Context: an optimization exercise on an open-source flow, tuned for a short achievable clock period and few clock cycles. The choices shown serve that exercise and are no tape-out recipe. The RTL was checked by simulation tests, not by an equivalence proof against the original design. No activity file was given, so power comes from the tool's default toggle rates.

File: flow/run.sh
#!/bin/bash
# synth_recipe.tcl (not shown) runs the flow's synth.tcl, then flattens the netlist and writes it again
# the make line also repeats each setting of config.mk as NAME=value (left out here)
make -C /OpenROAD-flow-scripts/flow DESIGN_CONFIG=/design/flow/config.mk WORK_HOME=/design/flow/orfs CLKGATE_MAP_FILE= SYNTH_SCRIPT=/design/flow/synth_recipe.tcl finish
File: flow/config.mk
export PLATFORM = sky130hd
export DESIGN_NAME = core
export DESIGN_NICKNAME = core
export VERILOG_FILES = /design/flow/design.v
export SDC_FILE = /design/flow/constraint.sdc
export NUM_CORES = 4
export LEC_CHECK = 0
export CAP_MARGIN = 20
export CORE_MARGIN = 2
export CORE_UTILIZATION = 35
export PLACE_DENSITY = 0.4
export SLEW_MARGIN = 20
File: flow/constraint.sdc
create_clock -name core_clock -period 10.0 [get_ports {clk}]
set_input_delay 2.0000 -clock core_clock [delete_from_list [all_inputs] [get_ports {clk}]]
set_output_delay 2.0000 -clock core_clock [all_outputs]
set_load 0.01 [all_outputs]
File: flow/design.v
package core_types_pkg;
	localparam integer IMEM_WORDS = 64;
	localparam integer DMEM_WORDS = 64;
	typedef logic [31:0] word_t;
	typedef logic [4:0]  reg_addr_t;
	typedef logic [31:0] pc_t;
	typedef logic [$clog2(IMEM_WORDS)-1:0] imem_idx_t;
	typedef logic [$clog2(DMEM_WORDS)-1:0] dmem_idx_t;
endpackage
package rv_isa_pkg;
	localparam logic [6:0] OP_RTYPE  = 7'b0110011;
	localparam logic [6:0] OP_ITYPE  = 7'b0010011;
	localparam logic [6:0] OP_LOAD   = 7'b0000011;
	localparam logic [6:0] OP_STORE  = 7'b0100011;
	localparam logic [6:0] OP_BRANCH = 7'b1100011;
	localparam logic [2:0] F3_ADD_SUB = 3'b000;
	localparam logic [2:0] F3_SLT     = 3'b010;
	localparam logic [2:0] F3_XOR     = 3'b100;
	localparam logic [2:0] F3_OR      = 3'b110;
	localparam logic [2:0] F3_AND     = 3'b111;
	localparam logic [2:0] F3_WORD = 3'b010;
	localparam logic [2:0] F3_BEQ  = 3'b000;
	typedef enum logic [2:0] {
		ALU_ADD,
		ALU_SUB,
		ALU_AND,
		ALU_OR,
		ALU_XOR,
		ALU_SLT
	} alu_op_e;
endpackage
`timescale 1ns/1ns
module instr_mem (
	input  logic                      clk,
	input  logic                      we_i,
	input  core_types_pkg::imem_idx_t waddr_i,
	input  core_types_pkg::word_t     wdata_i,
	input  core_types_pkg::imem_idx_t raddr_i,
	output core_types_pkg::word_t     rdata_o
);
	core_types_pkg::word_t mem [0:core_types_pkg::IMEM_WORDS-1];
	always_ff @(posedge clk) begin
		if (we_i) begin
			mem[waddr_i] <= wdata_i;
		end
	end
	assign rdata_o = mem[raddr_i];
endmodule
`timescale 1ns/1ns
module decoder (
	input  core_types_pkg::word_t instr_i,
	output logic                  reg_we_o,
	output logic                  mem_re_o,
	output logic                  mem_we_o,
	output logic                  mem_to_reg_o,
	output logic                  alu_src_o,
	output logic                  is_branch_o,
	output rv_isa_pkg::alu_op_e   alu_op_o,
	output core_types_pkg::word_t imm_o
);
	logic [6:0] opcode;
	logic [2:0] funct3;
	logic       f7_b5;
	assign opcode = instr_i[6:0];
	assign funct3 = instr_i[14:12];
	assign f7_b5  = instr_i[30];
	always_comb begin
		reg_we_o     = 1'b0;
		mem_re_o     = 1'b0;
		mem_we_o     = 1'b0;
		mem_to_reg_o = 1'b0;
		alu_src_o    = 1'b0;
		is_branch_o  = 1'b0;
		alu_op_o     = rv_isa_pkg::ALU_ADD;
		imm_o        = '0;
		case (opcode)
			rv_isa_pkg::OP_RTYPE: begin
				reg_we_o = 1'b1;
				case (funct3)
					rv_isa_pkg::F3_ADD_SUB: alu_op_o = f7_b5 ? rv_isa_pkg::ALU_SUB : rv_isa_pkg::ALU_ADD;
					rv_isa_pkg::F3_SLT:     alu_op_o = rv_isa_pkg::ALU_SLT;
					rv_isa_pkg::F3_XOR:     alu_op_o = rv_isa_pkg::ALU_XOR;
					rv_isa_pkg::F3_OR:      alu_op_o = rv_isa_pkg::ALU_OR;
					rv_isa_pkg::F3_AND:     alu_op_o = rv_isa_pkg::ALU_AND;
					default:    reg_we_o = 1'b0;
				endcase
			end
			rv_isa_pkg::OP_ITYPE: begin
				reg_we_o  = (funct3 == rv_isa_pkg::F3_ADD_SUB);
				alu_src_o = 1'b1;
				imm_o     = {{20{instr_i[31]}}, instr_i[31:20]};
			end
			rv_isa_pkg::OP_LOAD: begin
				reg_we_o     = (funct3 == rv_isa_pkg::F3_WORD);
				mem_re_o     = (funct3 == rv_isa_pkg::F3_WORD);
				mem_to_reg_o = 1'b1;
				alu_src_o    = 1'b1;
				imm_o        = {{20{instr_i[31]}}, instr_i[31:20]};
			end
			rv_isa_pkg::OP_STORE: begin
				mem_we_o  = (funct3 == rv_isa_pkg::F3_WORD);
				alu_src_o = 1'b1;
				imm_o     = {{20{instr_i[31]}}, instr_i[31:25], instr_i[11:7]};
			end
			rv_isa_pkg::OP_BRANCH: begin
				is_branch_o = (funct3 == rv_isa_pkg::F3_BEQ);
				alu_op_o    = rv_isa_pkg::ALU_SUB;
				imm_o       = {{19{instr_i[31]}}, instr_i[31], instr_i[7],
					instr_i[30:25], instr_i[11:8], 1'b0};
			end
			default: begin
				alu_op_o = rv_isa_pkg::ALU_ADD;
			end
		endcase
	end
endmodule
`timescale 1ns/1ns
module regfile (
	input  logic                      clk,
	input  logic                      rst_n,
	input  core_types_pkg::reg_addr_t rs1_i,
	input  core_types_pkg::reg_addr_t rs2_i,
	input  core_types_pkg::reg_addr_t rd_i,
	input  logic                      we_i,
	input  core_types_pkg::word_t     wdata_i,
	output core_types_pkg::word_t     rdata1_o,
	output core_types_pkg::word_t     rdata2_o
);
	core_types_pkg::word_t regs [0:31];
	logic  wr_en;
	assign wr_en = we_i && (rd_i != '0);
	always_ff @(posedge clk or negedge rst_n) begin
		if (!rst_n) begin
			for (int i = 0; i < 32; i++) begin
				regs[i] <= '0;
			end
		end else if (wr_en) begin
			regs[rd_i] <= wdata_i;
		end
	end
	assign rdata1_o = (wr_en && rd_i == rs1_i) ? wdata_i : regs[rs1_i];
	assign rdata2_o = (wr_en && rd_i == rs2_i) ? wdata_i : regs[rs2_i];
endmodule
`timescale 1ns/1ns
module alu (
	input  core_types_pkg::word_t a_i,
	input  core_types_pkg::word_t b_i,
	input  rv_isa_pkg::alu_op_e   op_i,
	output core_types_pkg::word_t y_o,
	output logic                  zero_o
);
	always_comb begin
		case (op_i)
			rv_isa_pkg::ALU_ADD: y_o = a_i + b_i;
			rv_isa_pkg::ALU_SUB: y_o = a_i - b_i;
			rv_isa_pkg::ALU_AND: y_o = a_i & b_i;
			rv_isa_pkg::ALU_OR:  y_o = a_i | b_i;
			rv_isa_pkg::ALU_XOR: y_o = a_i ^ b_i;
			rv_isa_pkg::ALU_SLT: y_o = {31'b0, $signed(a_i) < $signed(b_i)};
			default: y_o = '0;
		endcase
	end
	assign zero_o = (y_o == '0);
endmodule
`timescale 1ns/1ns
module data_mem (
	input  logic                      clk,
	input  logic                      we_i,
	input  core_types_pkg::dmem_idx_t idx_i,
	input  core_types_pkg::word_t     wdata_i,
	output core_types_pkg::word_t     rdata_o
);
	core_types_pkg::word_t mem [0:core_types_pkg::DMEM_WORDS-1];
	always_ff @(posedge clk) begin
		if (we_i) begin
			mem[idx_i] <= wdata_i;
		end
	end
	assign rdata_o = mem[idx_i];
endmodule
`timescale 1ns/1ns
module hazard_unit (
	input  core_types_pkg::reg_addr_t ifid_rs1_i,
	input  core_types_pkg::reg_addr_t ifid_rs2_i,
	input  core_types_pkg::reg_addr_t idex_rs1_i,
	input  core_types_pkg::reg_addr_t idex_rs2_i,
	input  core_types_pkg::reg_addr_t idex_rd_i,
	input  core_types_pkg::reg_addr_t exmem_rd_i,
	input  core_types_pkg::reg_addr_t memwb_rd_i,
	input  logic                      idex_mem_re_i,
	input  logic                      exmem_reg_we_i,
	input  logic                      memwb_reg_we_i,
	input  logic                      branch_taken_i,
	output logic [1:0]                fwd_a_o,
	output logic [1:0]                fwd_b_o,
	output logic                      stall_o,
	output logic                      flush_o
);
	logic load_use;
	function automatic logic [1:0] fwd_sel(input core_types_pkg::reg_addr_t rs, input core_types_pkg::reg_addr_t exmem_rd,
			input logic exmem_we, input core_types_pkg::reg_addr_t memwb_rd, input logic memwb_we);
		if (exmem_we && exmem_rd != '0 && exmem_rd == rs) begin
			fwd_sel = 2'b10;
		end else if (memwb_we && memwb_rd != '0 && memwb_rd == rs) begin
			fwd_sel = 2'b01;
		end else begin
			fwd_sel = 2'b00;
		end
	endfunction
	always_comb begin
		fwd_a_o = fwd_sel(idex_rs1_i, exmem_rd_i, exmem_reg_we_i, memwb_rd_i, memwb_reg_we_i);
		fwd_b_o = fwd_sel(idex_rs2_i, exmem_rd_i, exmem_reg_we_i, memwb_rd_i, memwb_reg_we_i);
	end
	assign load_use = idex_mem_re_i && (idex_rd_i != '0)
		&& (idex_rd_i == ifid_rs1_i || idex_rd_i == ifid_rs2_i);
	assign flush_o = branch_taken_i;
	assign stall_o = load_use && !branch_taken_i;
endmodule
`timescale 1ns/1ns
module core (
	input  logic                      clk,
	input  logic                      rst_n,
	input  logic                      run_i,
	input  logic                      imem_we_i,
	input  core_types_pkg::imem_idx_t imem_addr_i,
	input  core_types_pkg::word_t     imem_wdata_i,
	output logic                      wb_valid_o,
	output core_types_pkg::reg_addr_t wb_rd_o,
	output core_types_pkg::word_t     wb_data_o,
	output logic                      st_valid_o,
	output core_types_pkg::pc_t       st_addr_o,
	output core_types_pkg::word_t     st_data_o
);
	core_types_pkg::pc_t       pc_q;
	core_types_pkg::word_t     fetch_instr;
	logic      ifid_valid;
	core_types_pkg::pc_t       ifid_pc;
	core_types_pkg::word_t     ifid_instr;
	logic      dec_reg_we, dec_mem_re, dec_mem_we, dec_mem_to_reg, dec_alu_src, dec_is_branch;
	rv_isa_pkg::alu_op_e   dec_alu_op;
	core_types_pkg::word_t     dec_imm, rf_rdata1, rf_rdata2;
	logic      id_keep;
	logic      idex_valid, idex_reg_we, idex_mem_re, idex_mem_we;
	logic      idex_mem_to_reg, idex_alu_src, idex_is_branch;
	rv_isa_pkg::alu_op_e   idex_alu_op;
	core_types_pkg::pc_t       idex_pc;
	core_types_pkg::reg_addr_t idex_rs1, idex_rs2, idex_rd;
	core_types_pkg::word_t     idex_rdata1, idex_rdata2, idex_imm;
	logic [1:0] fwd_a, fwd_b;
	logic      stall, flush, alu_zero, branch_taken;
	core_types_pkg::word_t     ex_a, ex_b_fwd, ex_y;
	core_types_pkg::pc_t       branch_target;
	logic      exmem_valid, exmem_reg_we, exmem_mem_we, exmem_mem_to_reg;
	core_types_pkg::reg_addr_t exmem_rd;
	core_types_pkg::word_t     exmem_alu_y, exmem_store_data, mem_rdata;
	logic      memwb_valid, memwb_reg_we, memwb_mem_to_reg;
	core_types_pkg::reg_addr_t memwb_rd;
	core_types_pkg::word_t     memwb_alu_y, memwb_mem_data, wb_data;
	instr_mem i_instr_mem (
		.clk     (clk),
		.we_i    (imem_we_i),
		.waddr_i (imem_addr_i),
		.wdata_i (imem_wdata_i),
		.raddr_i (pc_q[$clog2(core_types_pkg::IMEM_WORDS)+1:2]),
		.rdata_o (fetch_instr)
	);
	always_ff @(posedge clk or negedge rst_n) begin
		if (!rst_n) begin
			pc_q       <= '0;
			ifid_valid <= 1'b0;
			ifid_pc    <= '0;
			ifid_instr <= '0;
		end else if (run_i) begin
			if (flush) begin
				pc_q       <= branch_target;
				ifid_valid <= 1'b0;
				ifid_instr <= '0;
			end else if (!stall) begin
				pc_q       <= pc_q + 32'd4;
				ifid_valid <= 1'b1;
				ifid_pc    <= pc_q;
				ifid_instr <= fetch_instr;
			end
		end
	end
	decoder i_decoder (
		.instr_i      (ifid_instr),
		.reg_we_o     (dec_reg_we),
		.mem_re_o     (dec_mem_re),
		.mem_we_o     (dec_mem_we),
		.mem_to_reg_o (dec_mem_to_reg),
		.alu_src_o    (dec_alu_src),
		.is_branch_o  (dec_is_branch),
		.alu_op_o     (dec_alu_op),
		.imm_o        (dec_imm)
	);
	regfile i_regfile (
		.clk      (clk),
		.rst_n    (rst_n),
		.rs1_i    (ifid_instr[19:15]),
		.rs2_i    (ifid_instr[24:20]),
		.rd_i     (memwb_rd),
		.we_i     (memwb_reg_we && run_i),
		.wdata_i  (wb_data),
		.rdata1_o (rf_rdata1),
		.rdata2_o (rf_rdata2)
	);
	hazard_unit i_hazard_unit (
		.ifid_rs1_i     (ifid_instr[19:15]),
		.ifid_rs2_i     (ifid_instr[24:20]),
		.idex_rs1_i     (idex_rs1),
		.idex_rs2_i     (idex_rs2),
		.idex_rd_i      (idex_rd),
		.exmem_rd_i     (exmem_rd),
		.memwb_rd_i     (memwb_rd),
		.idex_mem_re_i  (idex_mem_re),
		.exmem_reg_we_i (exmem_reg_we),
		.memwb_reg_we_i (memwb_reg_we),
		.branch_taken_i (branch_taken),
		.fwd_a_o        (fwd_a),
		.fwd_b_o        (fwd_b),
		.stall_o        (stall),
		.flush_o        (flush)
	);
	assign id_keep = ifid_valid && !flush && !stall;
	always_ff @(posedge clk or negedge rst_n) begin
		if (!rst_n) begin
			idex_valid       <= 1'b0;
			idex_reg_we      <= 1'b0;
			idex_mem_re      <= 1'b0;
			idex_mem_we      <= 1'b0;
			idex_mem_to_reg  <= 1'b0;
			idex_alu_src     <= 1'b0;
			idex_is_branch   <= 1'b0;
			exmem_valid      <= 1'b0;
			exmem_reg_we     <= 1'b0;
			exmem_mem_we     <= 1'b0;
			exmem_mem_to_reg <= 1'b0;
			memwb_valid      <= 1'b0;
			memwb_reg_we     <= 1'b0;
			memwb_mem_to_reg <= 1'b0;
		end else if (run_i) begin
			idex_valid       <= id_keep;
			idex_reg_we      <= id_keep && dec_reg_we;
			idex_mem_re      <= id_keep && dec_mem_re;
			idex_mem_we      <= id_keep && dec_mem_we;
			idex_mem_to_reg  <= id_keep && dec_mem_to_reg;
			idex_alu_src     <= id_keep && dec_alu_src;
			idex_is_branch   <= id_keep && dec_is_branch;
			exmem_valid      <= idex_valid;
			exmem_reg_we     <= idex_reg_we;
			exmem_mem_we     <= idex_mem_we;
			exmem_mem_to_reg <= idex_mem_to_reg;
			memwb_valid      <= exmem_valid;
			memwb_reg_we     <= exmem_reg_we;
			memwb_mem_to_reg <= exmem_mem_to_reg;
		end
	end
	always_ff @(posedge clk) begin
		if (run_i) begin
			idex_alu_op      <= dec_alu_op;
			idex_pc          <= ifid_pc;
			idex_rs1         <= ifid_instr[19:15];
			idex_rs2         <= ifid_instr[24:20];
			idex_rd          <= ifid_instr[11:7];
			idex_rdata1      <= rf_rdata1;
			idex_rdata2      <= rf_rdata2;
			idex_imm         <= dec_imm;
			exmem_rd         <= idex_rd;
			exmem_alu_y      <= ex_y;
			exmem_store_data <= ex_b_fwd;
			memwb_rd         <= exmem_rd;
			memwb_alu_y      <= exmem_alu_y;
			memwb_mem_data   <= mem_rdata;
		end
	end
	always_comb begin
		case (fwd_a)
			2'b10:   ex_a = exmem_alu_y;
			2'b01:   ex_a = wb_data;
			default: ex_a = idex_rdata1;
		endcase
		case (fwd_b)
			2'b10:   ex_b_fwd = exmem_alu_y;
			2'b01:   ex_b_fwd = wb_data;
			default: ex_b_fwd = idex_rdata2;
		endcase
	end
	alu i_alu (
		.a_i    (ex_a),
		.b_i    (idex_alu_src ? idex_imm : ex_b_fwd),
		.op_i   (idex_alu_op),
		.y_o    (ex_y),
		.zero_o (alu_zero)
	);
	assign branch_taken  = idex_is_branch && alu_zero;
	assign branch_target = idex_pc + idex_imm;
	data_mem i_data_mem (
		.clk     (clk),
		.we_i    (exmem_mem_we && run_i),
		.idx_i   (exmem_alu_y[$clog2(core_types_pkg::DMEM_WORDS)+1:2]),
		.wdata_i (exmem_store_data),
		.rdata_o (mem_rdata)
	);
	assign st_valid_o = run_i && exmem_valid && exmem_mem_we;
	assign st_addr_o  = exmem_alu_y;
	assign st_data_o  = exmem_store_data;
	assign wb_data    = memwb_mem_to_reg ? memwb_mem_data : memwb_alu_y;
	assign wb_valid_o = run_i && memwb_valid && memwb_reg_we && (memwb_rd != '0);
	assign wb_rd_o    = memwb_rd;
	assign wb_data_o  = wb_data;
endmodule
==> results.txt <==
[Yosys cell counts (all sizes together) (7+ instances only)]
cell type | n | area (µm²)
edfxtp | 4337 | 130000
nor2 | 1221 | 4590
dfrtp | 1087 | 27200
a21oi | 1086 | 5440
a22oi | 941 | 7060
clkbuf | 917 | 3440
mux4 | 673 | 15200
a22o | 564 | 4940
a221oi | 529 | 4630
nand2 | 421 | 1580
o21ai | 358 | 1790
a31oi | 231 | 1450
nand4 | 182 | 1140
buf | 170 | 669
nand3 | 144 | 721
inv | 141 | 529
ha | 107 | 1340
nor4 | 64 | 430
o32a | 58 | 581
mux2i | 49 | 490
nor3 | 37 | 185
xnor2 | 35 | 307
o211ai | 31 | 233
nor2b | 27 | 169
o21a | 27 | 203
mux2 | 26 | 293
nand2b | 25 | 156
xor2 | 21 | 184
or2 | 19 | 119
nand3b | 18 | 135
or3 | 18 | 113
a211oi | 16 | 120
or4 | 16 | 120
and2 | 15 | 93.8
a21o | 14 | 105
a211o | 12 | 105
and3 | 11 | 68.8
nor3b | 10 | 75.1
o311ai | 10 | 87.6
o31ai | 10 | 75.1
or3b | 8 | 70.1
o21bai | 7 | 52.6
[stage by stage]
stage,instance area [µm²],instances
3_5_place_dp,231000,21600
3_3_place_gp,231000,21600
4_1_cts,251000,22700
2_1_floorplan,217000,13800
5_1_grt,251000,22800
6_report,251000,22800
[layer usage]
metal	routed length [µm]	vias up	GRT usage [%]	share of wire, %
met3	65500	1708	5.33	7.5
met1	367000	74100	37.3	42
met5	34	-	0.121	0.0039
li1	-	55900	-	-
met2	410000	6874	44.0	47
met4	34500	4	9.00	3.9
[report_power, final]
group | switching [mW] | internal, mW
Clock | 9.41 | 12.8
Sequential | 0.871 | 25.3
Combinational | 8.72 | 3.87
[worst reg2reg max path: cells and delay by family, from the launching register on]
kind	cells	cell delay, ns
AOI/OAI and AO/OA	9	2.99
and+or+nand+nor	9	3.94
adders and majority gates	1	0.71
buffers and inverters	2	0.62
DFF	1	0.57
[worst paths after layout]
check,from,slack [ns],cells past startpoint,to
worst min-delay path,i_regfile.regs[0][8],0.41,0,i_regfile.regs[0][8]
worst min register to register,i_regfile.regs[0][8],0.41,0,i_regfile.regs[0][8]
min in group asynchronous,rst_n,0.90,1,i_regfile.regs[2][20]
worst max register to register,memwb_rd[2],1.04,21,pc_q[2]
max in group asynchronous,rst_n,6.86,3,i_regfile.regs[12][2]
worst max-delay path,memwb_rd[2],1.04,21,pc_q[2]
[cells by family (layout without fill, tap and decap cells)]
| family | count (synthesis) | after routing | share of synthesized area, % |
|---|---|---|---|
| other | 0 | 35 | 0 |
| AO/OA/AOI/OAI | 3964 | 3964 | 12.7 |
| flip-flops | 5424 | 5424 | 72.5 |
| AND/OR/NAND/NOR | 2245 | 2245 | 4.53 |
| buffers and inverters | 1228 | 1912 | 2.14 |
| XOR/XNOR | 56 | 56 | 0.226 |
| multiplexers | 748 | 748 | 7.34 |
| adder cells (fa/ha/maj) | 110 | 110 | 0.644 |
[final cells by class]
type / instances / share of cell area (%)
Inverter: 141 / 0.211
Tap cell: 8293 / 4.13
Antenna cell: 35 / 0.0349
Timing Repair Buffer: 656 / 2.25
Clock buffer: 817 / 6.77
Clock inverter: 298 / 1.04
Multi-Input combinational cell: 7123 / 22.9
Sequential cell: 5424 / 62.7
==> metrics.md <==
| Metric | Value |
|---|---|
| Synthesis warning total | 8 |
| Max clock buf depth | 4 |
| Routed Wire Length | 877000 µm |
| Commonest non-fill, non-tap cell in the layout | edfxtp_1 |
| FF+latch count, synth | 5424 |
| Aggregate global-route resource usage | 27.3% |
| I/O pins | 145 |
| Fmax | 112 MHz |
| Clk Latency, worst-skew pair | 1.10 ns |
| Layout cells sized above 1 | 16.8% |
| Status | timing/DRC/antenna clean |
| Top flop regs | i_data_mem.mem x2048, i_instr_mem.mem x2048, i_regfile.regs x1024 |
| Syn_nets | 13900 |
| First-pass GRT wire length | 1190000 µm |
| Number of port buffers | 144 |
| Worst Skew | 0.0595 ns |
| Clk Tree Root Cell | clkbuf_16 |
| Syn-to-layout area delta | 15.6% |
| Seq/Total Area, Yosys | 72.5% |
| GRT overflow | 0 |
| Crit-path max cell delay | 0.89 ns |
| Setup Fix Bufs, Post-CTS | 0 |
| Async S/R FF share, synth | 20.0% |
| Vias in the first global route | 139000 |
| Slew HR | 11.8% |
| Routed len/inst | 38.5 µm |
| Worst hold path type | reg2reg |
| Drt pass-1 iters | 7 |
| Min Tclk post-route | 8.96 ns |
| Arr. time, crit path | 9.89 ns |
| Crit-path cells | or2_2, o41ai_1, nor4_2, buf_4, buf_4, o21ai_0, o21ai_0, o21a_1, ha_1, nand4_1, or2_2, a2111oi_2, o31ai_1, or4_1, a2bb2oi_1, a311oi_1, nor4_1, nand4b_1, nor4_4, nor2_4, a221oi_1 |
| Routed Antenna Nets | 0 |
| Worst vdd ir | 210 µV |
| Total power | 60.9 mW |
| Post-Syn Area per Cell | 15.8 µm² |
| Drt drc | 0 |
| Crit path capture type | register |
| 1st-iter DRT viols | 16200 |
| Largest net degree at the start of global routing | 167 |
| CTS tree | done |
| Worst hold slack | 0.405 ns |
| CP Max Fanout | 34 |
| Leakage | 84.5 nW |
| Clk pin slew, worst setup/hold paths | 0.06 ns |
| Max-cap violations | 0 |
| Multi-input gate area | 0.0574 mm² |
| Mapped cell area | 0.217 mm² |
| Post-layout util | 40.6% |
| Die area | 0.627 mm² |
| Initial antenna violation count | 49 |
| Critical Path Slowest Stage Cell | nor4_4 |
| Setup TNS | 0 ns |
| Top FF cell, synth | edfxtp_1 |
| CTS H-tree depth | 6 |
| Setup CP Type | reg2reg |
| Post-Syn Instances | 13800 |
| Tightest Pin Transition | 1.32 ns |
| CP delay by family, top | simple AND/OR/NAND/NOR gates |
| Reg area | 0.157 mm² |
| Most frequent cells in the layout | edfxtp_1, a21oi_1, dfrtp_1, nor2_1, a22oi_1 |
| Hold Buf Count CTS | 0 |
| Layout fillers | 56400 |
| CTS resizes | 0 |
| RSZ-0062 raised after global routing | no |
| Max-slew violation count | 0 |
| Nets | 14100 |
| Post-place setup slack | 1.20 ns |
| Min setup slack post-route | 1.04 ns |
| Yosys cell types | 80 |
| Chip Width | 792 µm |
| Placer Congestion | 0.884 |
| Worst Path Required | 10.93 ns |
| Number of buffers created by CTS | 620 |
| Vias | 139000 |
| Vias per cell | 6.08 |
| Final setup vio count | 0 |
| CTS sink cnt | 5424 |
| Core Region | 0.619 mm² |
| Period utilization | 89.6% |
| Post-DP HPWL | 502000 µm |
| Buf/Inv on CP | 2 |
| Initial Utilization | 35.1% |
| Pwr Density | 243 mW/mm² |
| Die Y | 792 µm |
| Final hold violation count | 0 |
| Core Rows | 289 |
| EDFF count, synth | 4337 |
| Startpoint Class | register |
Testbench counts, summed over its fixed seeds: cycles 22,143.

## re-timing with driven ports
Ports are ideal in the flow. The routed layout listed here was re-timed in OpenROAD.
Step 1: set_driving_cell puts a clkbuf_16 on clk and a buf_2 on each other input, an assumption about the parent block.
Step 2 times the ports against the registers' clock, not the clock port: input delays grow and output delays shrink by t, the midpoint of the rising clock arrivals with the driver on.
Three values: ideal ports, drivers, drivers and shift; two values: the first two.
t (ns): 1.200
setup WS [ns]: 1.040 / 1.040 / 1.040
latest minus earliest clock arrival (ns): 0.074 / 0.075
After both steps this run still meets setup and hold. For this run, drivers alone change the setup slack by 0.000 ns; drivers and shift together by 0.000 ns.
